This design comes from an exercise in tuning for small area and a short achievable clock period on the open sky130 flow, not from production work.
The RTL was checked by simulation tests, not by an equivalence proof against the original design.
No activity file was given, so power comes from the tool's default toggle rates.

== run 1 ==
Design buff_writer, start of the top module:
module buff_writer #(
  parameter int                N_BYTES   = buff_writer_pkg::DEF_N_BYTES,
  parameter int                ADDR_W    = buff_writer_pkg::DEF_ADDR_W,
  parameter logic [ADDR_W-1:0] START_LOC = ADDR_W'(buff_writer_pkg::DEF_START_LOC)
) (
  input  logic                 clk,
  input  logic                 rst,
  input  logic                 en,
  input  logic                 trg,
  input  logic [N_BYTES*8-1:0] data_in,
  output logic [ADDR_W-1:0]    mem_addr,
  output logic [7:0]           mem_data,
  output logic                 mem_we,
  output logic                 busy,
  output logic                 done
);
clock: 8.0 ns
lec_check: 0
cap_margin: 20
core_margin: 2
core_utilization: 55
cts_buf_list: sky130_fd_sc_hd__clkbuf_4
setup_slack_margin: 4.6
slew_margin: 20
synth_hierarchical: 1
standard.sh (not shown) runs the stock make flow with config.mk's settings and CLKGATE_MAP_FILE= SYNTH_SCRIPT=/design/flow/synth_recipe.tcl, a recipe that flattens the netlist after the stock synthesis.
==> flow/flow/run.sh <==
#!/bin/bash
# Standard ORFS layout (the standard.sh, standard synthesis unchanged),
# with the port buffers made from the smallest plain buffer instead of the
# default delay cell (every input and output port still gets its buffer),
# and the control and write-port pins kept together (flow/io.tcl).
set -euo pipefail
export BUFFER_PORTS_ARGS="-buffer_cell sky130_fd_sc_hd__buf_1"
export IO_CONSTRAINTS="$PWD/flow/io.tcl"
bash standard.sh finish > standard.log 2>&1
==> flow/flow/io.tcl <==
# Keep the write port, en and the status pins together on one edge, with en
# in the middle of the outputs it gates, so the en -> output paths are short.
set_io_pin_constraint -group -order -region bottom:* -pin_names {
  mem_data[0] mem_data[1] mem_data[2] mem_data[3]
  mem_data[4] mem_data[5] mem_data[6] mem_data[7]
  en mem_we
  mem_addr[11] mem_addr[0] mem_addr[1] mem_addr[2] mem_addr[3]
  mem_addr[4] mem_addr[5] mem_addr[6]
}
set_io_pin_constraint -group -order -region bottom:* -pin_names {
  busy done trg rst
  mem_addr[7] mem_addr[8] mem_addr[9] mem_addr[10] mem_addr[12]
}
### run 1 -> run 2
Settings: clearing CTS_BUF_LIST, which used to be sky130_fd_sc_hd__clkbuf_4.
==> flow/run.sh (new file) <==
#!/bin/bash
# synth_recipe.tcl (not shown) runs the flow's synth.tcl, then flattens the netlist and writes it again
# the make line also repeats each setting of config.mk as NAME=value (left out here)
make -C /OpenROAD-flow-scripts/flow DESIGN_CONFIG=/design/flow/config.mk WORK_HOME=/design/flow/orfs CLKGATE_MAP_FILE= SYNTH_SCRIPT=/design/flow/synth_recipe.tcl finish
removed: flow/flow/run.sh
removed: flow/flow/io.tcl
removed: flow/standard.sh
==> comparison <==
- Met3 track demand over resource: run 2 and run 1 compared, higher one is run 2
- Relative area change from synthesis to final layout, run 2 and run 1: smaller value in run 1
- Lower global-route wire length before repair among run 2 and run 1: run 1
- A most common cell after layout, fill and taps aside of clkdlybuf4s50_1 is what run 2 shows, while buf_1 belongs to run 1.
- Looking at setup slack of the critical path after layout across both flows, run 2 is the weaker of the two, with run 1 ahead.
- Looking at run 2 and run 1, the worst hold slack is a wash.
- Compared with run 1, run 2 shows a lower register share of the cell area.
- Against run 1 as the reference, run 2 delivers a higher logic depth of the worst setup path including buffers.
- Count of clock-buffer cells in the layout for run 2 is lower than for run 1.
- Summary: with run 1 as the reference, power density over the cells in run 2 moved down by a little under 10%.
- Cmp run 2 vs run 1: final cycle utilization of the critical path higher in run 2
--- input diff run 2..run 3 ---
Settings: SETUP_SLACK_MARGIN: 4.6 -> 4.45.
==> flow/flow/run.sh (new file) <==
#!/bin/bash
# Standard ORFS layout (the standard.sh, standard synthesis unchanged),
# with:
#  - the port buffers made from the smallest plain buffer instead of the
#    default delay cell (every input and output port still gets its buffer);
#  - the control and write-port pins kept together (flow/io.tcl);
#  - a clock tree of small buffers in clusters of up to 8 flip-flops,
#    without dummy balancing loads.
set -euo pipefail
export BUFFER_PORTS_ARGS="-buffer_cell sky130_fd_sc_hd__buf_1"
export IO_CONSTRAINTS="$PWD/flow/io.tcl"
export CTS_ARGS="-sink_clustering_enable -repair_clock_nets -sink_clustering_size 8 -sink_clustering_max_diameter 30 -buf_list sky130_fd_sc_hd__clkbuf_4 -dont_use_dummy_load"
bash standard.sh finish > standard.log 2>&1
==> flow/flow/io.tcl (new file) <==
# Keep the write port, en and the status pins together on one edge, with en
# in the middle of the outputs it gates, so the en -> output paths are short.
set_io_pin_constraint -group -order -region bottom:* -pin_names {
  mem_data[0] mem_data[1] mem_data[2] mem_data[3]
  mem_data[4] mem_data[5] mem_data[6] mem_data[7]
  en mem_we
  mem_addr[11] mem_addr[0] mem_addr[1] mem_addr[2] mem_addr[3]
  mem_addr[4] mem_addr[5] mem_addr[6]
}
set_io_pin_constraint -group -order -region bottom:* -pin_names {
  busy done trg rst
  mem_addr[7] mem_addr[8] mem_addr[9] mem_addr[10] mem_addr[12]
}
==> flow/standard.sh (new file) <==
#!/bin/bash
# synth_recipe.tcl (not shown) runs the flow's synth.tcl, then flattens the netlist and writes it again
# the make line also repeats each setting of config.mk as NAME=value (left out here)
make -C /OpenROAD-flow-scripts/flow DESIGN_CONFIG=/design/flow/config.mk WORK_HOME=/design/flow/orfs CLKGATE_MAP_FILE= SYNTH_SCRIPT=/design/flow/synth_recipe.tcl "${@:-finish}"
removed: flow/run.sh
- The standard cells in run 3 occupy less silicon area than those in run 2 do.
- For run 2, the first element of the critical path was en, unlike run 3, where it was cnt[0].
- Run 3 vs. run 2: DRC violations left held steady; post-detailed-routing wire length moved down; clock buffer count from CTS saw an increase.
Changes in run 4 relative to run 3:
Settings: a change of SETUP_SLACK_MARGIN from 4.45 to 4.6.
==> flow/flow/run.sh <==
#!/bin/bash
# Standard ORFS layout (the standard.sh, standard synthesis unchanged),
# with the port buffers made from the smallest plain buffer instead of the
# default delay cell; every input and output port still gets its buffer.
set -euo pipefail
export BUFFER_PORTS_ARGS="-buffer_cell sky130_fd_sc_hd__buf_1"
bash standard.sh finish > standard.log 2>&1
removed: flow/flow/io.tcl
--- outcome ---
Diff run 3 -> run 4: buffers plus inverters on the worst setup path rose by 2, growth of design area from synthesis to finish rose by 5.7 points, total cell area at the placement stage stayed essentially flat, half-perimeter wire length of the detailed placement result stayed essentially flat, routed wire length rose by about 0.32%.
| power in combinational cells | run 4 vs run 3 | ≈ equal |
| slack of the critical path | run 4 vs run 3 | 210 ps lower |
Run 4: total power density per cell area is 36 nW/um2 higher than what run 3 reported.
On via count, run 3 tracks run 4 almost exactly.
Post-route core utilization was higher in run 4 than in run 3.
The higher net switching share of the total power of run 3 and run 4 is in run 3.
Inputs modified between run 4 and run 5:
Settings: CTS_BUF_LIST: unset -> sky130_fd_sc_hd__clkbuf_4.
--- outcome ---
Run 5 did not stop at any stage, and its layout met the timing, design-rule and antenna checks.
Run 5 ended up with a higher clock insertion delay at the later pin of the skew report than run 4 did.
From run 4 to run 5 the numbers moved as follows: number of levels in the clock H-tree +1; via count +about 3%; met2 layer wire length in the routed design +about 0.8%.
The higher growth of design area from synthesis to finish of run 5 and run 4 is in run 4.
On met2 track utilization from global routing: between run 5 and run 4, it ends up lower for run 4.
Where switching power is concerned, run 4 is better than run 5.
Clock-buffer cell count: run 5 > run 4
Run 4 → run 5: post-cts sizing count grew by about 2.8%, portion of the layout cell area used by non-clock buffers closely matched the old numbers, number of nets at the end of the flow up about 4%.

==> re-timing with driven ports <==
Ports are ideal in the flow. The routed layouts listed here were re-timed in OpenROAD.
Step 1 sets driving cells, clkbuf_16 on the clock port and buf_2 on the other inputs (assumed; they add their load-dependent delay and slew).
Step 2 moves the port delays by t, midway between the first and last clock arrival at a register: inputs arrive t later, outputs are due t later. That takes back most of the time a late clock gives input paths.
Slacks: ideal / step 1 / step 2; pairs: ideal / step 1.
run | t (ns) | setup WS [ns] | hold slack, ns | worst register clock-pin slew, ns | worst data-port slew with drivers (ns)
run 1 | 1.092 | 4.426 / 4.219 / 4.219 | 0.618 / 0.618 / 0.618 | 0.08 / 0.08 | 0.24
run 2 | 0.689 | 4.165 / 4.116 / 4.116 | 0.620 / 0.620 / 0.620 | 0.07 / 0.07 | 0.21
run 3 | 1.032 | 4.405 / 4.216 / 4.216 | 0.617 / 0.617 / 0.617 | 0.10 / 0.10 | 0.24
run 4 | 0.678 | 4.196 / 4.126 / 4.126 | 0.627 / 0.627 / 0.627 | 0.06 / 0.06 | 0.18
run 5 | 1.130 | 4.207 / 4.131 / 4.131 | 0.625 / 0.625 / 0.625 | 0.08 / 0.08 | 0.19
After both steps every run listed still meets setup and hold. The setup slack of run 1, which loses most, moves by -0.207 ns with the drivers and by -0.207 ns with both steps.
